From an optimization exercise on the open Yosys and OpenROAD flow, aimed at small area and a short achievable clock period; shortcuts taken in it are not production practice.
Function was checked by simulation only, so behaviour that the tests miss may differ from the original.
Power figures rest on the tool's default switching activity, not on a simulated workload.

[design/flow/config.mk]
export PLATFORM = sky130hd
export DESIGN_NAME = gp_imem
export DESIGN_NICKNAME = gp_imem
export VERILOG_FILES = /design/flow/design.v
export SDC_FILE = /design/flow/constraint.sdc
export NUM_CORES = 4
export LEC_CHECK = 0
export CAP_MARGIN = 20
export CORE_MARGIN = 2
export CORE_UTILIZATION = 45
export CTS_CLUSTER_DIAMETER = 80
export CTS_CLUSTER_SIZE = 20
export SETUP_SLACK_MARGIN = 2.5
export SLEW_MARGIN = 20
export SYNTH_HIERARCHICAL = 1
[design/flow/constraint.sdc]
create_clock -name core_clock -period 5.5 [get_ports {clk}]
set_input_delay 1.1000 -clock core_clock [delete_from_list [all_inputs] [get_ports {clk}]]
set_output_delay 1.1000 -clock core_clock [all_outputs]
set_load 0.01 [all_outputs]
[design/flow/design.v]
package gp_imem_pkg;
  localparam int          BOOT_WORDS_DEF = 42;
  localparam logic [31:0] NOP_WORD_DEF   = 32'h0000_0000;
  localparam logic [BOOT_WORDS_DEF*32-1:0] BOOT_TABLE = {
    32'h00000000,
    32'h00000000,
    32'h00000000,
    32'h00000000,
    32'h00000000,
    32'h1000ffff,
    32'hac020000,
    32'h00431020,
    32'h24030002,
    32'h24020001,
    32'h00000000,
    32'h0bf00000,
    32'h00000000,
    32'h02000008,
    32'h26100300,
    32'h3c100000,
    32'h00000000,
    32'h11e0fffc,
    32'h31ef0001,
    32'h8d8f0004,
    32'h00000000,
    32'h15aefffe,
    32'h25ad0001,
    32'h240e0040,
    32'h240d0000,
    32'had8c0000,
    32'h358c0001,
    32'h3c0c2000,
    32'h00000000,
    32'h1540fffa,
    32'h254affff,
    32'h25290004,
    32'h25080004,
    32'had2b0000,
    32'h8d0b0000,
    32'h240a0010,
    32'h25290200,
    32'h3c090000,
    32'h25080100,
    32'h3c080000,
    32'h37bd0ff0,
    32'h3c1d1000
  };
  typedef enum logic {
    BOOT = 1'b0,
    RUN  = 1'b1
  } gp_state_e;
endpackage
module gp_imem_boot_rom #(
  parameter int                DATA_W     = 32,
  parameter int                IDX_W      = 6,
  parameter int                BOOT_WORDS = gp_imem_pkg::BOOT_WORDS_DEF,
  parameter logic [DATA_W-1:0] NOP_WORD   = DATA_W'(gp_imem_pkg::NOP_WORD_DEF)
) (
  input  logic [IDX_W-1:0]  idx,
  output logic [DATA_W-1:0] word
);
  always_comb begin
    word = NOP_WORD;
    if ((32'(idx) < BOOT_WORDS) && (32'(idx) < gp_imem_pkg::BOOT_WORDS_DEF))
      word = DATA_W'(gp_imem_pkg::BOOT_TABLE[32*idx +: 32]);
  end
endmodule
module gp_imem (
  input  logic        clk,
  input  logic        rst,
  input  logic [29:0] addr,
  input  logic        stall,
  output logic [31:0] inst,
  output logic        ready,
  input  logic        reload,
  input  logic        wr_en,
  input  logic [29:0] wr_addr,
  input  logic [31:0] wr_data,
  output logic        wr_ack,
  output logic        wr_err,
  output logic        par_err
);
  localparam int DEPTH = 64;
  localparam int BOOT_WORDS = gp_imem_pkg::BOOT_WORDS_DEF;
  logic        run_q;           
  logic [5:0]  boot_idx_q;      
  logic [5:0]  ra_q;            
  logic        ra_hi_q;         
  logic [31:0] inst_q;
  logic        wr_ack_q, wr_err_q;
  logic [31:0] mem [DEPTH];
  logic [31:0] mem_d [DEPTH];
  logic [31:0] boot_word, wdata, inst_d;
  logic        boot_last, wr_accept, wr_hi, host_wen, run_d, ra_hi_d, rd_en;
  logic        hit, boot_hit, host_hit, kill, take;
  logic [5:0]  ra_d;
  logic [DEPTH-1:0] we, keep, rsel_a, rsel_b;
  gp_imem_boot_rom u_boot_rom (
    .idx  (boot_idx_q),
    .word (boot_word)
  );
  assign boot_last = (boot_idx_q == 6'(BOOT_WORDS - 1));
  assign wr_accept = run_q & ~reload & wr_en;
  assign wr_hi     = |wr_addr[29:6];
  assign host_wen  = wr_accept & ~wr_hi;
  assign run_d     = run_q ? ~reload : boot_last;
  assign ra_d      = stall ? ra_q : addr[5:0];
  assign ra_hi_d   = stall ? ra_hi_q : |addr[29:6];
  assign wdata = run_q ? wr_data : boot_word;
  gp_imem_wdec u_wdec (
    .boot_idx (boot_idx_q),
    .boot     (~run_q),
    .host_idx (wr_addr[5:0]),
    .host     (host_wen),
    .we       (we),
    .keep     (keep)
  );
  for (genvar i = 0; i < DEPTH; i++) begin : g_word
    for (genvar b = 0; b < 32; b++) begin : g_bit
      gp_imem_ao22 u_cell (
        .a1 (mem[i][b]), .a2 (keep[i]), .b1 (wdata[b]), .b2 (we[i]), .y (mem_d[i][b])
      );
    end
    always_ff @(posedge clk) mem[i] <= mem_d[i];
  end
  assign rd_en    = run_d & ~ra_hi_d;
  assign boot_hit = ~run_q && (boot_idx_q == ra_d);
  assign host_hit = host_wen && (wr_addr[5:0] == ra_d);
  assign hit      = boot_hit | host_hit;
  assign take     = rd_en & hit;
  assign kill     = rd_en & ~hit;
  gp_imem_rdec u_rdec_a (.addr (addr[5:0]), .held (ra_q), .stall (stall), .sel (rsel_a));
  gp_imem_rdec u_rdec_b (.addr (addr[5:0]), .held (ra_q), .stall (stall), .sel (rsel_b));
  for (genvar b = 0; b < 32; b++) begin : g_rd
    logic [DEPTH-1:0] col;
    for (genvar i = 0; i < DEPTH; i++) begin : g_col
      assign col[i] = mem[i][b];
    end
    gp_imem_rdbit u_rdbit (
      .sel  (b < 16 ? rsel_a : rsel_b),
      .d    (col),
      .kill (kill),
      .take (take),
      .w    (wdata[b]),
      .y    (inst_d[b])
    );
  end
  always_ff @(posedge clk or negedge rst) begin
    if (!rst) begin
      run_q      <= 1'b0;
      boot_idx_q <= '0;
      ra_q       <= '0;
      ra_hi_q    <= 1'b0;
      inst_q     <= '0;
      wr_ack_q   <= 1'b0;
      wr_err_q   <= 1'b0;
    end else begin
      run_q      <= run_d;
      if (!run_q) boot_idx_q <= boot_last ? 6'd0 : boot_idx_q + 6'd1;
      ra_q       <= ra_d;
      ra_hi_q    <= ra_hi_d;
      inst_q     <= inst_d;
      wr_ack_q   <= wr_accept;
      wr_err_q   <= wr_accept & wr_hi;
    end
  end
  assign ready   = run_q;
  assign inst    = inst_q;
  assign par_err = 1'b0;
  assign wr_ack  = wr_ack_q;
  assign wr_err  = wr_err_q;
endmodule
module gp_imem_wdec (
  input  logic [5:0]  boot_idx,
  input  logic        boot,
  input  logic [5:0]  host_idx,
  input  logic        host,
  output logic [63:0] we,
  output logic [63:0] keep
);
  logic [5:0] bn, hn;
  logic [7:0] blo, bhi, hlo, hhi;
  assign bn = ~boot_idx;
  assign hn = ~host_idx;
  for (genvar j = 0; j < 8; j++) begin : g_pre
    gp_imem_and3 u_blo (
      .a (j[0] ? boot_idx[0] : bn[0]), .b (j[1] ? boot_idx[1] : bn[1]),
      .c (j[2] ? boot_idx[2] : bn[2]), .y (blo[j])
    );
    gp_imem_and4 u_bhi (
      .a (j[0] ? boot_idx[3] : bn[3]), .b (j[1] ? boot_idx[4] : bn[4]),
      .c (j[2] ? boot_idx[5] : bn[5]), .d (boot), .y (bhi[j])
    );
    gp_imem_and3 u_hlo (
      .a (j[0] ? host_idx[0] : hn[0]), .b (j[1] ? host_idx[1] : hn[1]),
      .c (j[2] ? host_idx[2] : hn[2]), .y (hlo[j])
    );
    gp_imem_and4 u_hhi (
      .a (j[0] ? host_idx[3] : hn[3]), .b (j[1] ? host_idx[4] : hn[4]),
      .c (j[2] ? host_idx[5] : hn[5]), .d (host), .y (hhi[j])
    );
  end
  for (genvar i = 0; i < 64; i++) begin : g_w
    gp_imem_ao22 u_we (
      .a1 (blo[i % 8]), .a2 (bhi[i / 8]), .b1 (hlo[i % 8]), .b2 (hhi[i / 8]), .y (we[i])
    );
    gp_imem_aoi22 u_keep (
      .a1 (blo[i % 8]), .a2 (bhi[i / 8]), .b1 (hlo[i % 8]), .b2 (hhi[i / 8]), .y (keep[i])
    );
  end
endmodule
module gp_imem_rdec (
  input  logic [5:0]  addr,
  input  logic [5:0]  held,
  input  logic        stall,
  output logic [63:0] sel
);
  logic [5:0] at, an;
  logic [7:0] lo_n, hi_n;
  for (genvar k = 0; k < 6; k++) begin : g_bit
    gp_imem_mux2  u_t (.a (addr[k]), .b (held[k]), .s (stall), .y (at[k]));
    gp_imem_mux2i u_n (.a (addr[k]), .b (held[k]), .s (stall), .y (an[k]));
  end
  for (genvar j = 0; j < 8; j++) begin : g_pre
    gp_imem_nand3 u_lo (
      .a (j[0] ? at[0] : an[0]), .b (j[1] ? at[1] : an[1]), .c (j[2] ? at[2] : an[2]), .y (lo_n[j])
    );
    gp_imem_nand3 u_hi (
      .a (j[0] ? at[3] : an[3]), .b (j[1] ? at[4] : an[4]), .c (j[2] ? at[5] : an[5]), .y (hi_n[j])
    );
  end
  for (genvar i = 0; i < 64; i++) begin : g_sel
    gp_imem_nor2 u_sel (.a (lo_n[i % 8]), .b (hi_n[i / 8]), .y (sel[i]));
  end
endmodule
module gp_imem_rdbit (
  input  logic [63:0] sel,
  input  logic [63:0] d,
  input  logic        kill,
  input  logic        take,
  input  logic        w,
  output logic        y
);
  logic [21:0] t;    
  logic [5:0]  u;    
  logic [1:0]  v;    
  for (genvar g = 0; g < 21; g++) begin : g_grp
    gp_imem_aoi222 u_aoi (
      .a0 (sel[3*g]),   .b0 (d[3*g]),
      .a1 (sel[3*g+1]), .b1 (d[3*g+1]),
      .a2 (sel[3*g+2]), .b2 (d[3*g+2]),
      .y  (t[g])
    );
  end
  gp_imem_nand2 u_last (.a (sel[63]), .b (d[63]), .y (t[21]));
  for (genvar k = 0; k < 5; k++) begin : g_n4
    gp_imem_nand4 u_n4 (.a (t[4*k]), .b (t[4*k+1]), .c (t[4*k+2]), .d (t[4*k+3]), .y (u[k]));
  end
  gp_imem_nand2 u_n2 (.a (t[20]), .b (t[21]), .y (u[5]));
  gp_imem_nor3 u_v0 (.a (u[0]), .b (u[1]), .c (u[2]), .y (v[0]));
  gp_imem_nor3 u_v1 (.a (u[3]), .b (u[4]), .c (u[5]), .y (v[1]));
  gp_imem_rdout u_out (.v0 (v[0]), .v1 (v[1]), .kill (kill), .take (take), .w (w), .y (y));
endmodule
module gp_imem_rdout (
  input  logic v0, v1, kill, take, w,
  output logic y
);
  assign y = (~(v0 & v1) & kill) | (w & take);
endmodule
module gp_imem_aoi222 (
  input  logic a0, b0, a1, b1, a2, b2,
  output logic y
);
  assign y = ~((a0 & b0) | (a1 & b1) | (a2 & b2));
endmodule
module gp_imem_ao22 (
  input  logic a1, a2, b1, b2,
  output logic y
);
  assign y = (a1 & a2) | (b1 & b2);
endmodule
module gp_imem_aoi22 (
  input  logic a1, a2, b1, b2,
  output logic y
);
  assign y = ~((a1 & a2) | (b1 & b2));
endmodule
module gp_imem_mux2 (
  input  logic a, b, s,
  output logic y
);
  assign y = s ? b : a;
endmodule
module gp_imem_mux2i (
  input  logic a, b, s,
  output logic y
);
  assign y = ~(s ? b : a);
endmodule
module gp_imem_and3 (
  input  logic a, b, c,
  output logic y
);
  assign y = a & b & c;
endmodule
module gp_imem_and4 (
  input  logic a, b, c, d,
  output logic y
);
  assign y = a & b & c & d;
endmodule
module gp_imem_nand2 (
  input  logic a, b,
  output logic y
);
  assign y = ~(a & b);
endmodule
module gp_imem_nand3 (
  input  logic a, b, c,
  output logic y
);
  assign y = ~(a & b & c);
endmodule
module gp_imem_nand4 (
  input  logic a, b, c, d,
  output logic y
);
  assign y = ~(a & b & c & d);
endmodule
module gp_imem_nor2 (
  input  logic a, b,
  output logic y
);
  assign y = ~(a | b);
endmodule
module gp_imem_nor3 (
  input  logic a, b, c,
  output logic y
);
  assign y = ~(a | b | c);
endmodule
[design/flow/flow/run.sh]
#!/bin/bash
# Standard layout, with buf_4 as the port buffer instead of the cell buffer_ports picks by itself
# (a delay cell that repair_timing cannot resize out of its footprint).
set -euo pipefail
export BUFFER_PORTS_ARGS="-buffer_cell sky130_fd_sc_hd__buf_4"
bash standard.sh > standard.log 2>&1
[design/flow/standard.sh]
#!/bin/bash
# synth_recipe.tcl (not shown) runs the flow's synth.tcl, then flattens the netlist and writes it again
# the make line also repeats each setting of config.mk as NAME=value (left out here)
make -C /OpenROAD-flow-scripts/flow DESIGN_CONFIG=/design/flow/config.mk WORK_HOME=/design/flow/orfs CLKGATE_MAP_FILE= SYNTH_SCRIPT=/design/flow/synth_recipe.tcl "${@:-finish}"
==> report_table.html, run 1 <==
<table>
<tr><th>Metric</th><th>Value</th></tr>
<tr><th colspan="2">Cells and area</th></tr>
<tr><td>Fin area</td><td>88180 µm²</td></tr>
<tr><td>Fraction of final layout cells with drive strength greater than 1</td><td>18.44%</td></tr>
<tr><td>Final core utilization</td><td>54.11%</td></tr>
<tr><td>FILL cells</td><td>~14000</td></tr>
<tr><td>Commonest non-fill, non-tap cell in the layout</td><td>a22o_1</td></tr>
<tr><td>Total Nets Final</td><td>approximately 6700</td></tr>
<tr><td>Most used cells in the layout excluding fill and tap cells</td><td>a22o_1 (2080), dfxtp_1 (2048), a222oi_1 (673)</td></tr>
<tr><td>Count of placed standard cells in the final layout, fillers left out</td><td>a little under 9000</td></tr>
<tr><td>Signed area change from the synthesized netlist to the final layout</td><td>19.36%</td></tr>
<tr><th colspan="2">Critical path</th></tr>
<tr><td>Delay-heaviest family, CP</td><td>simple AND/OR/NAND/NOR gates</td></tr>
<tr><td>Slack of the worst reg-to-reg path</td><td>1820 ps</td></tr>
<tr><td>Data arrival, critical path</td><td>~4400 ps</td></tr>
<tr><td>Kind of start point of the critical path</td><td>flop</td></tr>
<tr><td>Number of cells traversed by the worst register-to-register path</td><td>10</td></tr>
<tr><td>Worst R2R End</td><td>inst_q[7]</td></tr>
<tr><td>Critical path required time</td><td>6180 ps</td></tr>
<tr><td>Number of gates on the worst path with buffers counted</td><td>10</td></tr>
<tr><td>Maximum fanout along the worst path</td><td>8</td></tr>
<tr><td>Critical path buffer and inverter count</td><td>2</td></tr>
<tr><td>Start-to-end type of the worst setup path</td><td>reg2reg</td></tr>
<tr><td>Critical path cell sequence</td><td>mux2_4 -&gt; nand3_4 -&gt; buf_12 -&gt; nor2_4 -&gt; buf_8 -&gt; a222oi_1 -&gt; nand4_1 -&gt; nor3_4 -&gt; nand2_1 -&gt; a22o_1</td></tr>
<tr><td>Start of the worst register-to-register path</td><td>ra_q[3]</td></tr>
<tr><td>Worst stage delay on the critical path</td><td>720 ps</td></tr>
<tr><td>CP Capture Type</td><td>flop</td></tr>
<tr><td>Slowest stage cell on the critical path</td><td>nor3_4</td></tr>
<tr><th colspan="2">STA</th></tr>
<tr><td>Timing-limited maximum frequency</td><td>around 270 MHz</td></tr>
<tr><td>Final worst clock skew</td><td>58.13 ps</td></tr>
<tr><td>Pin slew with the least headroom to its limit</td><td>1344 ps</td></tr>
<tr><td>Max Transition Viols Final</td><td>0</td></tr>
<tr><td>Setup repair after global routing missed its margin</td><td>yes</td></tr>
<tr><td>Final Hold Viols</td><td>0</td></tr>
<tr><td>Share of the cycle needed by the critical path after routing</td><td>66.98%</td></tr>
<tr><td>Worst Hold Slack</td><td>395.4 ps</td></tr>
<tr><td>Min Clock Period, post-route</td><td>between 3000 and 4000 ps</td></tr>
<tr><td>TNS Setup</td><td>0 ps</td></tr>
<tr><td>Count of final setup violators</td><td>0</td></tr>
<tr><td>Worst relative slew slack</td><td>10.41%</td></tr>
<tr><th colspan="2">CTS</th></tr>
<tr><td>Clock root buffer</td><td>clkbuf_16</td></tr>
<tr><td>CTS sink count</td><td>roughly 2100</td></tr>
<tr><td>Post-CTS clock slew at the launch and capture registers of the worst setup and hold paths</td><td>90 ps</td></tr>
<tr><td>Maximum number of buffers from clock root to sink</td><td>3</td></tr>
<tr><td>TritonCTS Buffers</td><td>about 120</td></tr>
<tr><td>Clock insertion delay at the later pin of the skew report</td><td>810 ps</td></tr>
<tr><td>CTS tree</td><td>built</td></tr>
<tr><td>H-tree depth reported by CTS</td><td>3</td></tr>
<tr><td>Hold buffer count at CTS</td><td>0</td></tr>
<tr><th colspan="2">Placement</th></tr>
<tr><td># port buffers</td><td>~130</td></tr>
<tr><td>Hpwl dp</td><td>187300 µm</td></tr>
<tr><td>Placer Congestion</td><td>0.9384</td></tr>
<tr><td>Cell area after placement</td><td>~80000 µm²</td></tr>
<tr><td>Placed Cells incl. Taps</td><td>8388</td></tr>
<tr><th colspan="2">Synthesis</th></tr>
<tr><td>Dominant combinational cell family by area after synthesis</td><td>compound AO/OA/AOI/OAI gates</td></tr>
<tr><td>Number of warnings printed during yosys synthesis</td><td>11</td></tr>
<tr><td>Fraction of the mapped netlist area in compound gates</td><td>36.32%</td></tr>
<tr><td>Share of synthesized cell area in and, or, nand and nor gates</td><td>under 10%</td></tr>
<tr><td>Register bit count reported by yosys</td><td>2096</td></tr>
<tr><td>Fraction of synthesized area in multiplexers</td><td>1.045%</td></tr>
<tr><td>Mapped Area</td><td>around 74000 µm²</td></tr>
<tr><td>Top FF cell, synth</td><td>dfxtp_1</td></tr>
<tr><td>Post-Synth XOR/XNOR Area</td><td>less than 1%</td></tr>
<tr><td>Number of enable flip-flop cells after synthesis</td><td>0</td></tr>
<tr><td>Part of the Yosys area used for sequential elements</td><td>57.13%</td></tr>
<tr><td>Mean post-synth cell area</td><td>~13 µm²</td></tr>
<tr><td>Net count after synthesis</td><td>5942</td></tr>
<tr><td>Post-Synthesis Cells</td><td>5835</td></tr>
<tr><td>Share of synthesized cell area in full adder, half adder and majority cells</td><td>0.1846%</td></tr>
<tr><td>Async set or reset register ratio after synthesis</td><td>around 2.3%</td></tr>
<tr><td>Number of different library cells in the post-synthesis netlist</td><td>65</td></tr>
<tr><th colspan="2">Die</th></tr>
<tr><td>Placeable core region</td><td>163000 µm²</td></tr>
<tr><td>Chip Height</td><td>409.2 µm</td></tr>
<tr><td>Die W</td><td>409.2 µm</td></tr>
<tr><td>Boundary Pins</td><td>133</td></tr>
<tr><td>Total Die Area</td><td>167400 µm²</td></tr>
<tr><td>Number of placement rows</td><td>148</td></tr>
<tr><td>Starting density of the core</td><td>45.33%</td></tr>
<tr><th colspan="2">Routing</th></tr>
<tr><td>Number of iterations in the first detailed-routing pass</td><td>12</td></tr>
<tr><td>Iter 0 DRT Violations</td><td>13030</td></tr>
<tr><td>Final antenna-violating net count</td><td>0</td></tr>
<tr><td>Total wire length after detailed routing</td><td>336700 µm</td></tr>
<tr><td>Per-cell routed wire length</td><td>38.15 µm</td></tr>
<tr><td>Routed via count divided by cell count</td><td>7.588</td></tr>
<tr><td>DR DRC count</td><td>0</td></tr>
<tr><td>Number of vias in the routed layout</td><td>about 67000</td></tr>
<tr><th colspan="2">GRT</th></tr>
<tr><td>Vias in the first global route</td><td>61320</td></tr>
<tr><td>Initial antenna violation count</td><td>13</td></tr>
<tr><td>First-pass GRT wire length</td><td>457700 µm</td></tr>
<tr><td>Largest net degree at the start of global routing</td><td>66</td></tr>
<tr><td>Overall routing resource usage</td><td>between 30% and 40%</td></tr>
<tr><td>Overflow left after global routing</td><td>0</td></tr>
<tr><th colspan="2">Power</th></tr>
<tr><td>P_leak</td><td>33.78 nW</td></tr>
<tr><td>Worst supply voltage drop on vdd</td><td>398.0 µV</td></tr>
<tr><td>Power per cell area</td><td>369.8 nW/µm²</td></tr>
<tr><th colspan="2">Run status</th></tr>
<tr><td>Outcome</td><td>complete, no violations</td></tr>
<tr><th colspan="2">Job</th></tr>
<tr><td>Maximum capacitance violations</td><td>0</td></tr>
<tr><th colspan="2">Worst hold path</th></tr>
<tr><td>Path type of the worst min-delay path</td><td>in2async</td></tr>
</table>
[cell type report]
cell class / instances / area (µm²) / share of cell area [%]
Antenna cell: 2 / 5.005 / 0.005676
Clock buffer: 150 / 3219 / 3.651
Clock inverter: 18 / 203.9 / 0.2313
Inverter: 28 / 108.9 / 0.1234
Multi-Input combinational cell: 3702 / 33890 / 38.43
Sequential cell: 2096 / 42220 / 47.88
Tap cell: 2175 / 2721 / 3.086
Timing Repair Buffer: 656 / 5817 / 6.597
[sequential cells by signal, indices dropped and copies added, names as in the netlist]
name / cells
mem: 2048
inst_q: 32
boot_idx_q: 6
ra_q: 6
ra_hi_q: 1
run_q: 1
wr_ack_q: 1
wr_err_q: 1
[through the flow]
stage	setup WS, ps	total power [mW]
2_1_floorplan	2507	18.99
5_1_grt	1892	33.14
6_report	1816	32.61
3_5_place_dp	137.5	21.79
3_3_place_gp	-121.1	21.75
4_1_cts	2138	31.52
[worst max-delay path by stage]
stage | startpoint | to | slack [ps]
after global routing | stall | inst_q[9] | 1890
final | ra_q[3] | inst_q[7] | 1820
after global placement | stall | inst_q[9] | -120
after detailed placement | stall | inst_q[2] | 140
after floorplan | wr_addr[18] | mem[32][0] | 2510
after CTS | stall | inst_q[9] | 2140
[worst register-to-register path, cell delays in order (launching register included)]
cell,delay [ps]
dfrtp_2,490
mux2_4,340
nand3_4,130
buf_12,160
nor2_4,80
buf_8,150
a222oi_1,610
nand4_1,510
nor3_4,730
nand2_1,160
a22o_1,220
[Yosys stat by module (local to each module, per instance), excerpt]
module / cells inside / copies in the design
gp_imem_mux2: 1 / 12
gp_imem_aoi22: 1 / 64
gp_imem_boot_rom: 189 / 1
gp_imem_and3: 1 / 16
gp_imem_nor3: 1 / 64
gp_imem_wdec: 12 / 1
gp_imem_ao22: 1 / 2112
gp_imem_nor2: 1 / 128
gp_imem_mux2i: 1 / 12
[synthesized netlist by cell type (all sizes together), types with 3 or more instances]
| cell | number | area (µm²) |
|---|---|---|
| a22o | 2144 | 18780 |
| dfxtp | 2048 | 41000 |
| a222oi | 673 | 6736 |
| nand4 | 168 | 1057 |
| nor2 | 156 | 600.6 |
| nand2 | 122 | 457.9 |
| nor3 | 71 | 691.9 |
| a22oi | 67 | 823.3 |
| dfrtp | 48 | 1201 |
| mux2 | 44 | 540.5 |
| nand3 | 42 | 210.2 |
| buf | 27 | 191.4 |
| inv | 26 | 97.59 |
| mux2i | 22 | 231.5 |
| a21oi | 21 | 105.1 |
| o21ai | 20 | 103.9 |
| and3 | 17 | 106.4 |
| and4 | 16 | 140.1 |
| nor4 | 13 | 81.33 |
| xnor2 | 13 | 113.9 |
| ha | 10 | 125.1 |
| nand2b | 10 | 62.56 |
| a31oi | 7 | 43.79 |
| clkbuf | 4 | 15.01 |
| nor2b | 4 | 25.02 |
| o22ai | 4 | 25.02 |
| xor2 | 4 | 35.03 |
| a311oi | 3 | 26.28 |
| o31ai | 3 | 22.52 |
[cells by family (layout without fill, tap and decap cells)]
family                     count (synthesis)  in the layout
xor gates and xnor gates                  17             17
other                                      2              4
and+or+nand+nor                          623            624
AOI/OAI and AO/OA                       2961           2961
adders and majority gates                 11             11
buffers and inverters                     59            852
muxes                                     66             87
DFF                                     2096           2096
[where the power goes]
| part | switching [mW] | internal, mW |
|---|---|---|
| logic | 5.40 | 1.77 |
| registers | 0.306 | 15.6 |
| clock network | 5.30 | 4.19 |
[layer usage]
metal  global-route usage, %  routed length (µm)  vias up
li1                        -                   -    27070
met5                  0.2011                 130        -
met2                   51.23              134900     5252
met3                   11.95               50000      901
met4                   17.96               20940       16
met1                   50.80              130800    33740
[repair_timing]
action	4_1_cts	5_1_grt
cloned	13	18
setup endpoints to repair	2081	1629
setup buffers	154	84
hold endpoints to repair	0	0
gates resized for setup	376	123
pin swaps	208	164
==> run 2, diff against run 1 <==
--- a/design/flow/design.v
+++ b/design/flow/design.v
@@ -83,20 +83,22 @@
   localparam int DEPTH = 64;
   localparam int BOOT_WORDS = gp_imem_pkg::BOOT_WORDS_DEF;
   logic        run_q;           
+  logic        boot_q;          
+  logic [31:0] boot_word_q;     
   logic [5:0]  boot_idx_q;      
   logic [5:0]  ra_q;            
   logic        ra_hi_q;         
-  logic [31:0] inst_q;
+  logic [31:0] inst_a_q, inst_b_q;    
   logic        wr_ack_q, wr_err_q;
   logic [31:0] mem [DEPTH];
   logic [31:0] mem_d [DEPTH];
-  logic [31:0] boot_word, wdata, inst_d;
+  logic [31:0] boot_word, wdata, inst_a_d, inst_b_d;
   logic        boot_last, wr_accept, wr_hi, host_wen, run_d, ra_hi_d, rd_en;
   logic        hit, boot_hit, host_hit, kill, take;
-  logic [5:0]  ra_d;
+  logic [5:0]  ra_d, boot_idx_d;
   logic [DEPTH-1:0] we, keep, rsel_a, rsel_b;
   gp_imem_boot_rom u_boot_rom (
-    .idx  (boot_idx_q),
+    .idx  (boot_idx_d),
     .word (boot_word)
   );
   assign boot_last = (boot_idx_q == 6'(BOOT_WORDS - 1));
@@ -104,12 +106,13 @@
   assign wr_hi     = |wr_addr[29:6];
   assign host_wen  = wr_accept & ~wr_hi;
   assign run_d     = run_q ? ~reload : boot_last;
+  assign boot_idx_d = (boot_q && !boot_last) ? boot_idx_q + 6'd1 : 6'd0;
   assign ra_d      = stall ? ra_q : addr[5:0];
   assign ra_hi_d   = stall ? ra_hi_q : |addr[29:6];
-  assign wdata = run_q ? wr_data : boot_word;
+  assign wdata = boot_q ? boot_word_q : wr_data;
   gp_imem_wdec u_wdec (
     .boot_idx (boot_idx_q),
-    .boot     (~run_q),
+    .boot     (boot_q),
     .host_idx (wr_addr[5:0]),
     .host     (host_wen),
     .we       (we),
@@ -124,7 +127,7 @@
     always_ff @(posedge clk) mem[i] <= mem_d[i];
   end
   assign rd_en    = run_d & ~ra_hi_d;
-  assign boot_hit = ~run_q && (boot_idx_q == ra_d);
+  assign boot_hit = boot_q && (boot_idx_q == ra_d);
   assign host_hit = host_wen && (wr_addr[5:0] == ra_d);
   assign hit      = boot_hit | host_hit;
   assign take     = rd_en & hit;
@@ -136,36 +139,48 @@
     for (genvar i = 0; i < DEPTH; i++) begin : g_col
       assign col[i] = mem[i][b];
     end
-    gp_imem_rdbit u_rdbit (
-      .sel  (b < 16 ? rsel_a : rsel_b),
-      .d    (col),
+    gp_imem_rdhalf u_rd_a (
+      .sel  (b < 16 ? rsel_a[31:0] : rsel_b[31:0]),
+      .d    (col[31:0]),
       .kill (kill),
       .take (take),
       .w    (wdata[b]),
-      .y    (inst_d[b])
+      .y    (inst_a_d[b])
+    );
+    gp_imem_rdhalf_nb u_rd_b (
+      .sel  (b < 16 ? rsel_a[63:32] : rsel_b[63:32]),
+      .d    (col[63:32]),
+      .kill (kill),
+      .y    (inst_b_d[b])
     );
   end
   always_ff @(posedge clk or negedge rst) begin
     if (!rst) begin
       run_q      <= 1'b0;
+      boot_q     <= 1'b1;
+      boot_word_q <= gp_imem_pkg::BOOT_TABLE[31:0];
       boot_idx_q <= '0;
       ra_q       <= '0;
       ra_hi_q    <= 1'b0;
-      inst_q     <= '0;
+      inst_a_q   <= '0;
+      inst_b_q   <= '0;
       wr_ack_q   <= 1'b0;
       wr_err_q   <= 1'b0;
     end else begin
       run_q      <= run_d;
-      if (!run_q) boot_idx_q <= boot_last ? 6'd0 : boot_idx_q + 6'd1;
+      boot_q     <= ~run_d;
+      boot_word_q <= boot_word;
+      boot_idx_q <= boot_idx_d;
       ra_q       <= ra_d;
       ra_hi_q    <= ra_hi_d;
-      inst_q     <= inst_d;
+      inst_a_q   <= inst_a_d;
+      inst_b_q   <= inst_b_d;
       wr_ack_q   <= wr_accept;
       wr_err_q   <= wr_accept & wr_hi;
     end
   end
   assign ready   = run_q;
-  assign inst    = inst_q;
+  assign inst    = inst_a_q | inst_b_q;
   assign par_err = 1'b0;
   assign wr_ack  = wr_ack_q;
   assign wr_err  = wr_err_q;
@@ -233,18 +248,17 @@
     gp_imem_nor2 u_sel (.a (lo_n[i % 8]), .b (hi_n[i / 8]), .y (sel[i]));
   end
 endmodule
-module gp_imem_rdbit (
-  input  logic [63:0] sel,
-  input  logic [63:0] d,
+module gp_imem_rdhalf (
+  input  logic [31:0] sel,
+  input  logic [31:0] d,
   input  logic        kill,
   input  logic        take,
   input  logic        w,
   output logic        y
 );
-  logic [21:0] t;    
-  logic [5:0]  u;    
-  logic [1:0]  v;    
-  for (genvar g = 0; g < 21; g++) begin : g_grp
+  logic [10:0] t;    
+  logic [2:0]  u;    
+  for (genvar g = 0; g < 10; g++) begin : g_grp
     gp_imem_aoi222 u_aoi (
       .a0 (sel[3*g]),   .b0 (d[3*g]),
       .a1 (sel[3*g+1]), .b1 (d[3*g+1]),
@@ -252,20 +266,47 @@
       .y  (t[g])
     );
   end
-  gp_imem_nand2 u_last (.a (sel[63]), .b (d[63]), .y (t[21]));
-  for (genvar k = 0; k < 5; k++) begin : g_n4
-    gp_imem_nand4 u_n4 (.a (t[4*k]), .b (t[4*k+1]), .c (t[4*k+2]), .d (t[4*k+3]), .y (u[k]));
-  end
-  gp_imem_nand2 u_n2 (.a (t[20]), .b (t[21]), .y (u[5]));
-  gp_imem_nor3 u_v0 (.a (u[0]), .b (u[1]), .c (u[2]), .y (v[0]));
-  gp_imem_nor3 u_v1 (.a (u[3]), .b (u[4]), .c (u[5]), .y (v[1]));
-  gp_imem_rdout u_out (.v0 (v[0]), .v1 (v[1]), .kill (kill), .take (take), .w (w), .y (y));
+  gp_imem_aoi22 u_last (.a1 (sel[30]), .a2 (d[30]), .b1 (sel[31]), .b2 (d[31]), .y (t[10]));
+  gp_imem_nand4 u_n0 (.a (t[0]), .b (t[1]), .c (t[2]), .d (t[3]), .y (u[0]));
+  gp_imem_nand4 u_n1 (.a (t[4]), .b (t[5]), .c (t[6]), .d (t[7]), .y (u[1]));
+  gp_imem_nand3 u_n2 (.a (t[8]), .b (t[9]), .c (t[10]), .y (u[2]));
+  gp_imem_rdout u_out (.u (u), .kill (kill), .take (take), .w (w), .y (y));
+endmodule
+module gp_imem_rdhalf_nb (
+  input  logic [31:0] sel,
+  input  logic [31:0] d,
+  input  logic        kill,
+  output logic        y
+);
+  logic [10:0] t;    
+  logic [2:0]  u;    
+  for (genvar g = 0; g < 10; g++) begin : g_grp
+    gp_imem_aoi222 u_aoi (
+      .a0 (sel[3*g]),   .b0 (d[3*g]),
+      .a1 (sel[3*g+1]), .b1 (d[3*g+1]),
+      .a2 (sel[3*g+2]), .b2 (d[3*g+2]),
+      .y  (t[g])
+    );
+  end
+  gp_imem_aoi22 u_last (.a1 (sel[30]), .a2 (d[30]), .b1 (sel[31]), .b2 (d[31]), .y (t[10]));
+  gp_imem_nand4 u_n0 (.a (t[0]), .b (t[1]), .c (t[2]), .d (t[3]), .y (u[0]));
+  gp_imem_nand4 u_n1 (.a (t[4]), .b (t[5]), .c (t[6]), .d (t[7]), .y (u[1]));
+  gp_imem_nand3 u_n2 (.a (t[8]), .b (t[9]), .c (t[10]), .y (u[2]));
+  gp_imem_rdout_k u_out (.u (u), .kill (kill), .y (y));
 endmodule
 module gp_imem_rdout (
-  input  logic v0, v1, kill, take, w,
-  output logic y
+  input  logic [2:0] u,
+  input  logic       kill, take, w,
+  output logic       y
+);
+  assign y = (|u & kill) | (w & take);
+endmodule
+module gp_imem_rdout_k (
+  input  logic [2:0] u,
+  input  logic       kill,
+  output logic       y
 );
-  assign y = (~(v0 & v1) & kill) | (w & take);
+  assign y = |u & kill;
 endmodule
 module gp_imem_aoi222 (
   input  logic a0, b0, a1, b1, a2, b2,
--- a/design/flow/config.mk
+++ b/design/flow/config.mk
@@ -11,5 +11,5 @@
 export CTS_CLUSTER_DIAMETER = 80
 export CTS_CLUSTER_SIZE = 20
 export SETUP_SLACK_MARGIN = 2.5
-export SLEW_MARGIN = 20
+export SLEW_MARGIN = 65
 export SYNTH_HIERARCHICAL = 1
==> run 2 against run 1 <==
Against the previous run:
- core utilization shrank 0.88 points
- maximum frequency grew 19%
- synthesized cell count grew 1.6%
- first-iteration DRC count shrank 12%
- clock power grew 1%
- hold slack lost 140 ps
- clock skew shrank 19 ps
- critical endpoint is now inst_a_q[9]
- largest cell class unchanged
- largest power group unchanged
- highest routed layer unchanged
==> report_table.html, run 2 <==
<table>
<tr><th>Metric</th><th>Value</th></tr>
<tr><th colspan="2">Run status</th></tr>
<tr><td>Outcome</td><td>complete, no violations (unchanged)</td></tr>
<tr><th colspan="2">Die</th></tr>
<tr><td>Chip Height</td><td>414.4 µm (was 409.2 µm)</td></tr>
<tr><td>Boundary Pins</td><td>133 (unchanged)</td></tr>
<tr><td>Die W</td><td>414.4 µm (was 409.2 µm)</td></tr>
<tr><td>Number of placement rows</td><td>150 (was 148)</td></tr>
<tr><td>Placeable core region</td><td>167200 µm² (was 163000 µm²)</td></tr>
<tr><td>Total Die Area</td><td>171700 µm² (was 167400 µm²)</td></tr>
<tr><td>Starting density of the core</td><td>45.31% (was 45.33%)</td></tr>
<tr><th colspan="2">CTS</th></tr>
<tr><td>Clock insertion delay at the later pin of the skew report</td><td>810 ps (about the same)</td></tr>
<tr><td>CTS tree</td><td>built (unchanged)</td></tr>
<tr><td>Maximum number of buffers from clock root to sink</td><td>3 (unchanged)</td></tr>
<tr><td>Hold buffer count at CTS</td><td>0 (unchanged)</td></tr>
<tr><td>Clock root buffer</td><td>clkbuf_16 (unchanged)</td></tr>
<tr><td>CTS sink count</td><td>2161 (was 2096)</td></tr>
<tr><td>Post-CTS clock slew at the launch and capture registers of the worst setup and hold paths</td><td>90 ps (about the same)</td></tr>
<tr><td>TritonCTS Buffers</td><td>121 (unchanged)</td></tr>
<tr><td>H-tree depth reported by CTS</td><td>3 (unchanged)</td></tr>
<tr><th colspan="2">Routing</th></tr>
<tr><td>Number of vias in the routed layout</td><td>65700 (was 66980)</td></tr>
<tr><td>Iter 0 DRT Violations</td><td>11450 (was 13030)</td></tr>
<tr><td>Final antenna-violating net count</td><td>0 (unchanged)</td></tr>
<tr><td>DR DRC count</td><td>0 (unchanged)</td></tr>
<tr><td>Total wire length after detailed routing</td><td>321300 µm (was 336700 µm)</td></tr>
<tr><td>Number of iterations in the first detailed-routing pass</td><td>12 (unchanged)</td></tr>
<tr><td>Routed via count divided by cell count</td><td>7.407 (was 7.588)</td></tr>
<tr><td>Per-cell routed wire length</td><td>36.22 µm (was 38.15 µm)</td></tr>
<tr><th colspan="2">Cells and area</th></tr>
<tr><td>Total Nets Final</td><td>6713 (was 6712)</td></tr>
<tr><td>Most used cells in the layout excluding fill and tap cells</td><td>a22o_1 (2048), dfxtp_1 (2048), a222oi_1 (641) (was a22o_1 (2080), dfxtp_1 (2048), a222oi_1 (673))</td></tr>
<tr><td>Fraction of final layout cells with drive strength greater than 1</td><td>15.92% (was 18.44%)</td></tr>
<tr><td>Final core utilization</td><td>53.23% (was 54.11%)</td></tr>
<tr><td>Biggest register</td><td>mem (unchanged)</td></tr>
<tr><td>Signed area change from the synthesized netlist to the final layout</td><td>17.46% (was 19.36%)</td></tr>
<tr><td>Max FFs per register</td><td>2048 (unchanged)</td></tr>
<tr><td>FILL cells</td><td>14280 (was 13810)</td></tr>
<tr><th colspan="2">Synthesis</th></tr>
<tr><td>Number of different library cells in the post-synthesis netlist</td><td>65 (unchanged)</td></tr>
<tr><td>Share of the synthesized area in the top cell type</td><td>54.11% (was 55.50%)</td></tr>
<tr><td>Top FF cell, synth</td><td>dfxtp_1 (unchanged)</td></tr>
<tr><td>Top-count cell post-synth</td><td>a22o_1 (unchanged)</td></tr>
<tr><td>Post-Synthesis Cells</td><td>5928 (was 5835)</td></tr>
<tr><td>Mapped Area</td><td>75780 µm² (was 73870 µm²)</td></tr>
<tr><td>Async set or reset register ratio after synthesis</td><td>5.229% (was 2.290%)</td></tr>
<tr><td>Part of the Yosys area used for sequential elements</td><td>57.85% (was 57.13%)</td></tr>
<tr><td>Cells taking the most area after synthesis</td><td>dfxtp_1 (54%), a22o_1 (24%), a222oi_1 (8.5%), dfrtp_1 (3.4%), a22oi_2 (2.1%) (was dfxtp_1 (55%), a22o_1 (25%), a222oi_1 (9.1%), dfrtp_1 (1.6%), nand4_1 (1.4%))</td></tr>
<tr><td>Mean post-synth cell area</td><td>12.78 µm² (was 12.66 µm²)</td></tr>
<tr><td>Cell taking the most area after synthesis</td><td>dfxtp_1 (unchanged)</td></tr>
<tr><td>Register bit count reported by yosys</td><td>2161 (was 2096)</td></tr>
<tr><td>Number of enable flip-flop cells after synthesis</td><td>0 (unchanged)</td></tr>
<tr><td>Top post-synthesis cells by count</td><td>a22o_1 (2112), dfxtp_1 (2048), a222oi_1 (641), nor2_1 (157), nand4_1 (134) (was a22o_1 (2144), dfxtp_1 (2048), a222oi_1 (673), nand4_1 (167), nor2_1 (154))</td></tr>
<tr><td>Net count after synthesis</td><td>6035 (was 5942)</td></tr>
<tr><td>Number of warnings printed during yosys synthesis</td><td>11 (unchanged)</td></tr>
<tr><th colspan="2">STA</th></tr>
<tr><td>Timing-limited maximum frequency</td><td>323.9 MHz (was 271.5 MHz)</td></tr>
<tr><td>Count of final setup violators</td><td>0 (unchanged)</td></tr>
<tr><td>Pin slew with the least headroom to its limit</td><td>590.7 ps (was 1344 ps)</td></tr>
<tr><td>Setup repair after global routing missed its margin</td><td>yes (unchanged)</td></tr>
<tr><td>Final worst clock skew</td><td>38.80 ps (was 58.13 ps)</td></tr>
<tr><td>TNS Setup</td><td>0 ps (unchanged)</td></tr>
<tr><td>Min Clock Period, post-route</td><td>3088 ps (was 3684 ps)</td></tr>
<tr><td>Max Transition Viols Final</td><td>0 (unchanged)</td></tr>
<tr><td>Final Hold Viols</td><td>0 (unchanged)</td></tr>
<tr><td>Worst relative slew slack</td><td>60.62% (was 10.41%)</td></tr>
<tr><td>Share of the cycle needed by the critical path after routing</td><td>56.14% (was 66.98%)</td></tr>
<tr><th colspan="2">Power</th></tr>
<tr><td>Sw Ratio</td><td>33.90% (was 33.74%)</td></tr>
<tr><td>Switch Pwr</td><td>16.42 mW (was 11.00 mW)</td></tr>
<tr><td>Register share of total power</td><td>50.2% (was 48.9%)</td></tr>
<tr><td>Part of the total power dissipated in the clock network</td><td>19.9% (was 29.1%)</td></tr>
<tr><td>P_leak</td><td>34.20 nW (was 33.78 nW)</td></tr>
<tr><td>Power per cell area</td><td>544.1 nW/µm² (was 369.8 nW/µm²)</td></tr>
<tr><td>Worst supply voltage drop on vdd</td><td>393.8 µV (was 398.0 µV)</td></tr>
<tr><td>Internal power</td><td>32.02 mW (was 21.61 mW)</td></tr>
<tr><td>Power share of the combinational group</td><td>30.0% (was 22.0%)</td></tr>
<tr><th colspan="2">Placement</th></tr>
<tr><td>Placer Congestion</td><td>0.9754 (was 0.9384)</td></tr>
<tr><td>Hpwl dp</td><td>206300 µm (was 187300 µm)</td></tr>
<tr><td># port buffers</td><td>131 (unchanged)</td></tr>
<tr><th colspan="2">Critical path</th></tr>
<tr><td>Data arrival, critical path</td><td>3790 ps (was 4360 ps)</td></tr>
<tr><td>Delay-heaviest family, CP</td><td>simple AND/OR/NAND/NOR gates (unchanged)</td></tr>
<tr><td>Worst R2R End</td><td>inst_a_q[9] (was inst_q[7])</td></tr>
<tr><td>Worst stage delay on the critical path</td><td>530 ps (was 720 ps)</td></tr>
<tr><td>Slack of the worst reg-to-reg path</td><td>2430 ps (was 1820 ps)</td></tr>
<tr><td>Slowest stage cell on the critical path</td><td>nand4_1 (was nor3_4)</td></tr>
<tr><td>Critical path required time</td><td>6200 ps (was 6180 ps)</td></tr>
<tr><td>Critical path cell sequence</td><td>buf_16 -&gt; mux2_4 -&gt; nand3_4 -&gt; buf_4 -&gt; nor2_4 -&gt; buf_4 -&gt; a222oi_1 -&gt; nand4_1 -&gt; o31ai_2 -&gt; nand2_1 (was mux2_4 -&gt; nand3_4 -&gt; buf_12 -&gt; nor2_4 -&gt; buf_8 -&gt; a222oi_1 -&gt; nand4_1 -&gt; nor3_4 -&gt; nand2_1 -&gt; a22o_1)</td></tr>
<tr><td>Critical path buffer and inverter count</td><td>3 (was 2)</td></tr>
<tr><td>Number of cells traversed by the worst register-to-register path</td><td>9 (was 10)</td></tr>
<tr><td>Maximum fanout along the worst path</td><td>16 (was 8)</td></tr>
<tr><td>CP Capture Type</td><td>flop (unchanged)</td></tr>
<tr><td>Most frequent CP cell</td><td>buf_4</td></tr>
<tr><td>Worst setup path end</td><td>inst_a_q[9] (was inst_q[7])</td></tr>
<tr><td>Setup crit start</td><td>stall (was ra_q[3])</td></tr>
<tr><td>Number of gates on the worst path with buffers counted</td><td>10 (unchanged)</td></tr>
<tr><td>Kind of start point of the critical path</td><td>input pin (was flop)</td></tr>
<tr><td>Start-to-end type of the worst setup path</td><td>in2reg (was reg2reg)</td></tr>
<tr><td>Start of the worst register-to-register path</td><td>ra_q[2] (was ra_q[3])</td></tr>
<tr><th colspan="2">GRT</th></tr>
<tr><td>First-pass GRT wire length</td><td>458100 µm (was 457700 µm)</td></tr>
<tr><td>Vias in the first global route</td><td>60770 (was 61320)</td></tr>
<tr><td>Largest net degree at the start of global routing</td><td>45 (was 66)</td></tr>
<tr><td>Overflow left after global routing</td><td>0 (unchanged)</td></tr>
<tr><td>Initial antenna violation count</td><td>15 (was 13)</td></tr>
<tr><td>Overall routing resource usage</td><td>35.67% (was 36.75%)</td></tr>
<tr><th colspan="2">Worst hold path</th></tr>
<tr><td>Path type of the worst min-delay path</td><td>in2async (unchanged)</td></tr>
<tr><th colspan="2">Job</th></tr>
<tr><td>Maximum capacitance violations</td><td>0 (unchanged)</td></tr>
</table>
run 2: cell types whose count changed in the layout (fill, tap and decap cells not counted), sizes merged, moves of 32 or more:
| cell | before | now |
|---|---|---|
| a222oi | 673 | 641 |
| a22oi | 67 | 131 |
| buf | 656 | 566 |
| a22o | 2144 | 2112 |
| dfrtp | 48 | 103 |
| nand2 | 122 | 87 |
| nand4 | 168 | 135 |
| nand3 | 42 | 109 |
| o31a | 1 | 33 |
| nor3 | 71 | 4 |
run 2: routing by layer:
layer | track usage [%] | wire, µm
met1 | 49.65 | 130400
met2 | 50.98 | 133600
met3 | 10.17 | 40140
met4 | 16.33 | 17030
met5 | 0 | 164
run 2: area by class of cell:
| type | instances | area [µm²] | share of cell area [%] |
|---|---|---|---|
| antenna | 3 | 7.507 | 0.008434 |
| clock buffer | 168 | 3318 | 3.728 |
| clock inverter | 12 | 172.7 | 0.1940 |
| inverter | 28 | 105.1 | 0.1181 |
| multi-input combinational | 3709 | 33300 | 37.41 |
| sequential | 2161 | 43860 | 49.27 |
| tap | 2204 | 2758 | 3.098 |
| timing repair buffer | 585 | 5489 | 6.167 |
run 2: Yosys stat by module (local to each module, per instance), a selection:
module	times used	flip-flops and latches	area, µm²
gp_imem_mux2	12	0	15.01
gp_imem_and4	16	0	8.758
gp_imem_and3	16	0	6.256
gp_imem	1	2161	44970
gp_imem_boot_rom	1	0	1190
gp_imem_aoi222	640	0	10.01
gp_imem_nand4	128	0	6.256
run 2: cells by family after synthesis:
group           after synthesis  synth area share (%)
compound gates             3022                 36.33
xor+xnor                     18                0.2080
fa+ha+maj                    11                0.1800
buf+inv                      58                0.4078
flops                      2161                 57.85
mux                          67                 1.037
other cells                   2              0.009911
simple gates                589                 3.974
run 2: worst min-delay path by stage:
stage,from,end,slack [ps],cells after the start
after floorplan,ra_hi_q,ra_hi_q,450,2
after global placement,mem[21][16],mem[21][16],460,1
after detailed placement,mem[18][3],mem[18][3],470,1
after CTS,rst,boot_word_q[24],230,2
after global routing,rst,boot_word_q[13],260,2
final,rst,boot_word_q[24],260,2
run 2: repair_timing:
item | CTS | global route
gates cloned | 0 | 1
hold endpoints to repair | 0 | 0
setup buffers | 6 | 14
pin swaps | 19 | 24
gates resized for setup | 51 | 20
endpoints found under the setup margin | 141 | 602
run 2: worst reg2reg max path, stage by stage (launching register included):
cell,delay [ps]
dfrtp_2,500
mux2_4,340
nand3_4,210
buf_4,250
nor2_4,90
buf_4,210
a222oi_1,350
nand4_1,530
o31ai_2,400
nand2_1,90
run 2: power by group through the flow:
stage               Clock, mW  Combinational (mW)  Sequential, mW
floorplan                   0                9.05            23.5
global placement            0                12.8            24.3
detailed placement          0                13.9            24.4
CTS                      9.68                14.0            24.1
global route             10.2                15.2            24.8
finish                   9.62                14.5            24.3
run 2: through the flow:
stage | total power, mW | instance area, µm² | setup WS, ps | std cells | hold WS, ps
after floorplan | 32.59 | 75890 | 2504 | 5928 | 451.5
after global placement | 37.13 | 81400 | 278.9 | 8473 | 464.8
after detailed placement | 38.35 | 84360 | 1241 | 8628 | 469.0
after CTS | 47.86 | 88100 | 2437 | 8814 | 225.2
after global routing | 50.26 | 89000 | 2475 | 8867 | 260.5
final | 48.43 | 89010 | 2412 | 8870 | 257.5
==> run 3, diff against run 2 <==
--- a/design/flow/config.mk
+++ b/design/flow/config.mk
@@ -11,5 +11,5 @@
 export CTS_CLUSTER_DIAMETER = 80
 export CTS_CLUSTER_SIZE = 20
 export SETUP_SLACK_MARGIN = 2.5
-export SLEW_MARGIN = 65
+export SLEW_MARGIN = 20
 export SYNTH_HIERARCHICAL = 1
==> run 3 against run 2 <==
Against the previous run:
- still clean
- core utilization fell by 0.29 points
- hold slack improved by 59 ps
- sequential cell count did not move
- critical endpoint is now inst_b_q[0]
==> report_table.html, run 3 <==
<table>
<tr><th>Metric</th><th>Value</th></tr>
<tr><th colspan="2">STA</th></tr>
<tr><td>TNS Setup</td><td>0 ps (unchanged)</td></tr>
<tr><td>Worst Hold Slack</td><td>316.9 ps (was 257.5 ps)</td></tr>
<tr><td>Final worst clock skew</td><td>33.23 ps (was 38.80 ps)</td></tr>
<tr><td>Timing-limited maximum frequency</td><td>304.7 MHz (was 323.9 MHz)</td></tr>
<tr><td>Min Clock Period, post-route</td><td>3281 ps (was 3088 ps)</td></tr>
<tr><td>Max Transition Viols Final</td><td>0 (unchanged)</td></tr>
<tr><td>Count of final setup violators</td><td>0 (unchanged)</td></tr>
<tr><td>Setup repair after global routing missed its margin</td><td>yes (unchanged)</td></tr>
<tr><td>Final Hold Viols</td><td>0 (unchanged)</td></tr>
<tr><td>Pin slew with the least headroom to its limit</td><td>1246 ps (was 590.7 ps)</td></tr>
<tr><td>Min setup slack post-route</td><td>2219 ps (was 2412 ps)</td></tr>
<tr><td>Share of the cycle needed by the critical path after routing</td><td>59.66% (was 56.14%)</td></tr>
<tr><td>Worst relative slew slack</td><td>16.91% (was 60.62%)</td></tr>
<tr><th colspan="2">Synthesis</th></tr>
<tr><td>Mapped Area</td><td>75780 µm² (unchanged)</td></tr>
<tr><td>Top FF cell, synth</td><td>dfxtp_1 (unchanged)</td></tr>
<tr><td>Cells taking the most area after synthesis</td><td>dfxtp_1 (54%), a22o_1 (24%), a222oi_1 (8.5%), dfrtp_1 (3.4%), a22oi_2 (2.1%) (unchanged)</td></tr>
<tr><td>Mean post-synth cell area</td><td>12.78 µm² (unchanged)</td></tr>
<tr><td>Top post-synthesis cells by count</td><td>a22o_1 (2112), dfxtp_1 (2048), a222oi_1 (641), nor2_1 (157), nand4_1 (134) (unchanged)</td></tr>
<tr><td>Part of the Yosys area used for sequential elements</td><td>57.85% (unchanged)</td></tr>
<tr><td>Register bit count reported by yosys</td><td>2161 (unchanged)</td></tr>
<tr><td>Post-Synthesis Cells</td><td>5928 (unchanged)</td></tr>
<tr><td>Net count after synthesis</td><td>6035 (unchanged)</td></tr>
<tr><td>Async set or reset register ratio after synthesis</td><td>5.229% (unchanged)</td></tr>
<tr><td>Share of the synthesized area in the top cell type</td><td>54.11% (unchanged)</td></tr>
<tr><td>Top-count cell post-synth</td><td>a22o_1 (unchanged)</td></tr>
<tr><td>Number of different library cells in the post-synthesis netlist</td><td>65 (unchanged)</td></tr>
<tr><td>Number of warnings printed during yosys synthesis</td><td>11 (unchanged)</td></tr>
<tr><td>Number of enable flip-flop cells after synthesis</td><td>0 (unchanged)</td></tr>
<tr><td>Cell taking the most area after synthesis</td><td>dfxtp_1 (unchanged)</td></tr>
<tr><th colspan="2">CTS</th></tr>
<tr><td>Post-CTS clock slew at the launch and capture registers of the worst setup and hold paths</td><td>90 ps (about the same)</td></tr>
<tr><td>CTS sink count</td><td>2161 (unchanged)</td></tr>
<tr><td>Maximum number of buffers from clock root to sink</td><td>3 (unchanged)</td></tr>
<tr><td>Clock insertion delay at the later pin of the skew report</td><td>810 ps (about the same)</td></tr>
<tr><td>Hold buffer count at CTS</td><td>0 (unchanged)</td></tr>
<tr><td>TritonCTS Buffers</td><td>130 (was 121)</td></tr>
<tr><td>CTS tree</td><td>built (unchanged)</td></tr>
<tr><td>H-tree depth reported by CTS</td><td>4 (was 3)</td></tr>
<tr><td>Clock root buffer</td><td>clkbuf_16 (unchanged)</td></tr>
<tr><th colspan="2">Routing</th></tr>
<tr><td>Highest metal layer with signal wires</td><td>met5 (unchanged)</td></tr>
<tr><td>Number of vias in the routed layout</td><td>66070 (was 65700)</td></tr>
<tr><td>Final antenna-violating net count</td><td>0 (unchanged)</td></tr>
<tr><td>DR DRC count</td><td>0 (unchanged)</td></tr>
<tr><td>Number of iterations in the first detailed-routing pass</td><td>11 (was 12)</td></tr>
<tr><td>Iter 0 DRT Violations</td><td>12000 (was 11450)</td></tr>
<tr><td>Routed via count divided by cell count</td><td>7.452 (was 7.407)</td></tr>
<tr><td>Met3 Routed Length</td><td>42850 µm (was 40140 µm)</td></tr>
<tr><td>Met1 Wirelength</td><td>131700 µm (was 130400 µm)</td></tr>
<tr><td>Total wire length after detailed routing</td><td>327400 µm (was 321300 µm)</td></tr>
<tr><td>Per-cell routed wire length</td><td>36.92 µm (was 36.22 µm)</td></tr>
<tr><td>Metal2 WL</td><td>135400 µm (was 133600 µm)</td></tr>
<tr><th colspan="2">Cells and area</th></tr>
<tr><td>Most used cells in the layout excluding fill and tap cells</td><td>a22o_1 (2048), dfxtp_1 (2048), a222oi_1 (641) (unchanged)</td></tr>
<tr><td>Total Nets Final</td><td>6701 (was 6713)</td></tr>
<tr><td>Max FFs per register</td><td>2048 (unchanged)</td></tr>
<tr><td>Fraction of final layout cells with drive strength greater than 1</td><td>17.49% (was 15.92%)</td></tr>
<tr><td>Signed area change from the synthesized netlist to the final layout</td><td>16.83% (was 17.46%)</td></tr>
<tr><td>FILL cells</td><td>14300 (was 14280)</td></tr>
<tr><td>Biggest register</td><td>mem (unchanged)</td></tr>
<tr><th colspan="2">Die</th></tr>
<tr><td>Placeable core region</td><td>167200 µm² (unchanged)</td></tr>
<tr><td>Starting density of the core</td><td>45.31% (unchanged)</td></tr>
<tr><td>Number of placement rows</td><td>150 (unchanged)</td></tr>
<tr><td>Die W</td><td>414.4 µm (unchanged)</td></tr>
<tr><td>Boundary Pins</td><td>133 (unchanged)</td></tr>
<tr><td>Total Die Area</td><td>171700 µm² (unchanged)</td></tr>
<tr><td>Chip Height</td><td>414.4 µm (unchanged)</td></tr>
<tr><th colspan="2">Job</th></tr>
<tr><td>Maximum capacitance violations</td><td>0 (unchanged)</td></tr>
<tr><th colspan="2">Critical path</th></tr>
<tr><td>Start-to-end type of the worst setup path</td><td>in2reg (unchanged)</td></tr>
<tr><td>Kind of start point of the critical path</td><td>input pin (unchanged)</td></tr>
<tr><td>Critical path required time</td><td>6190 ps (was 6200 ps)</td></tr>
<tr><td>Setup crit start</td><td>stall (unchanged)</td></tr>
<tr><td>Maximum fanout along the worst path</td><td>16 (unchanged)</td></tr>
<tr><td>CP Capture Type</td><td>flop (unchanged)</td></tr>
<tr><td>Number of cells traversed by the worst register-to-register path</td><td>3 (was 9)</td></tr>
<tr><td>Start of the worst register-to-register path</td><td>boot_q (was ra_q[2])</td></tr>
<tr><td>Data arrival, critical path</td><td>3970 ps (was 3790 ps)</td></tr>
<tr><th colspan="2">Placement</th></tr>
<tr><td># port buffers</td><td>131 (unchanged)</td></tr>
<tr><td>Hpwl dp</td><td>192200 µm (was 206300 µm)</td></tr>
<tr><td>Post-Place Setup Slack</td><td>653.9 ps (was 1241 ps)</td></tr>
<tr><td>Placer Congestion</td><td>0.9754 (unchanged)</td></tr>
<tr><th colspan="2">GRT</th></tr>
<tr><td>Vias in the first global route</td><td>59790 (was 60770)</td></tr>
<tr><td>Initial antenna violation count</td><td>18 (was 15)</td></tr>
<tr><td>First-pass GRT wire length</td><td>456200 µm (was 458100 µm)</td></tr>
<tr><td>Overflow left after global routing</td><td>0 (unchanged)</td></tr>
<tr><td>Largest net degree at the start of global routing</td><td>114 (was 45)</td></tr>
<tr><td>Overall routing resource usage</td><td>35.70% (was 35.67%)</td></tr>
<tr><th colspan="2">Run status</th></tr>
<tr><td>Outcome</td><td>complete, no violations (unchanged)</td></tr>
<tr><th colspan="2">Worst hold path</th></tr>
<tr><td>Path type of the worst min-delay path</td><td>in2async (unchanged)</td></tr>
<tr><th colspan="2">Power</th></tr>
<tr><td>Power per cell area</td><td>547.8 nW/µm² (was 544.1 nW/µm²)</td></tr>
<tr><td>Worst supply voltage drop on vdd</td><td>538.2 µV (was 393.8 µV)</td></tr>
<tr><td>P_leak</td><td>34.27 nW (was 34.20 nW)</td></tr>
<tr><td>Overall Power</td><td>48.50 mW (was 48.43 mW)</td></tr>
</table>
[run 3: worst paths after layout]
kind                            endpoint  slack (ps)
hold / removal             boot_idx_q[3]         320
max in group asynchronous   inst_b_q[25]        4290
min in group core_clock      mem[19][28]         490
hold reg to reg              mem[19][28]         490
setup / recovery             inst_b_q[0]        2220
setup reg to reg              mem[8][15]        2300
[run 3: cell families after synthesis]
group / after synthesis / synth area share, %
buffers and inverters: 58 / 0.4078
other: 2 / 0.009911
flip-flops: 2161 / 57.85
AO/OA/AOI/OAI: 3022 / 36.33
XOR/XNOR: 18 / 0.2080
adder cells (fa/ha/maj): 11 / 0.1800
multiplexers: 67 / 1.037
AND/OR/NAND/NOR: 589 / 3.974
[run 3: final cells by class]
cell class / count / area, µm² / area share [%]
clock inverters: 15 / 183.9 / 0.2078
clock buffers: 179 / 3562 / 4.024
well taps: 2204 / 2758 / 3.115
flip-flops and latches: 2161 / 43860 / 49.55
diodes: 6 / 15.01 / 0.01696
repair buffers: 563 / 4805 / 5.427
inverters: 28 / 116.4 / 0.1314
multi-input cells: 3710 / 33230 / 37.53
[run 3: per-layer routing]
layer	track usage (%)	vias to the layer above
met3	11.39	805
met4	15.77	20
met2	50.95	4591
met1	49.18	33510
li1	-	27140
met5	0	-
[run 3: Yosys stat by module (local to each module, per instance), excerpt]
| module | cells inside | flops+latches | copies in the design | cell area, µm² |
|---|---|---|---|---|
| gp_imem | 2311 | 2161 | 1 | 44970 |
| gp_imem_boot_rom | 189 | 0 | 1 | 1190 |
| gp_imem_nand4 | 1 | 0 | 128 | 6.256 |
| gp_imem_mux2i | 1 | 0 | 12 | 10.01 |
| gp_imem_rdout | 3 | 0 | 32 | 15.01 |
| gp_imem_nor2 | 1 | 0 | 128 | 3.754 |
[run 3: stage by stage]
step           cells  area (µm²)  util [%]
2_1_floorplan   5928       75890         -
5_1_grt         8860       88510     52.93
3_5_place_dp    8475       81440     48.70
4_1_cts         8689       85960     51.40
3_3_place_gp    8473       81400     48.68
6_report        8866       88530     52.94
[run 3: worst max-delay path, stage by stage]
cell and delay, ps:
buf_16 130, buf_12 160, buf_6 120, buf_6 110, mux2i_4 230, nand3_4 300, nor2_1 260, buf_6 240
a222oi_1 400, nand4_1 450, o31a_1 430
[run 3: power by group]
group	leakage [nW]	internal, mW	switching, mW
Combinational	14.2	6.13	7.99
Clock	1.81	4.62	5.48
Sequential	18.2	21.2	3.10
Total	34.3	31.9	16.6
[run 3: repair_timing]
| item | 4_1_cts | 5_1_grt |
|---|---|---|
| pin swaps | 22 | 147 |
| cloned | 2 | 9 |
| endpoints found under the setup margin | 2038 | 1448 |
| gates resized for setup | 118 | 224 |
| buffers inserted | 18 | 161 |

## afterwards: timing with drivers on the ports
Ports are ideal in the flow. The routed layouts listed here were re-timed in OpenROAD.
Step 1 sets driving cells, clkbuf_16 on the clock port and buf_2 on the other inputs (assumed; they add their load-dependent delay and slew).
Step 2 also shifts input and output timing later by t, the mid clock arrival at the registers, as if the neighbouring blocks saw the same clock.
Three values: ideal, step 1, step 2; two values: the first two.
run	shift t [ns]	setup WS [ns]	hold slack, ns	worst register clock-pin slew, ns	pins driven straight from the clock port
run 1	0.865	1.816 / 1.599 / 0.734	0.395 / 0.330 / 0.489	0.09 / 0.09	1
run 2	0.882	2.412 / 2.245 / 1.363	0.257 / 0.210 / 0.488	0.09 / 0.09	1
run 3	0.880	2.219 / 2.031 / 1.151	0.317 / 0.275 / 0.489	0.09 / 0.09	1
After both steps every run listed still meets setup and hold. For run 1, which loses most, drivers alone change the setup slack by -0.217 ns; drivers and shift together by -1.082 ns.
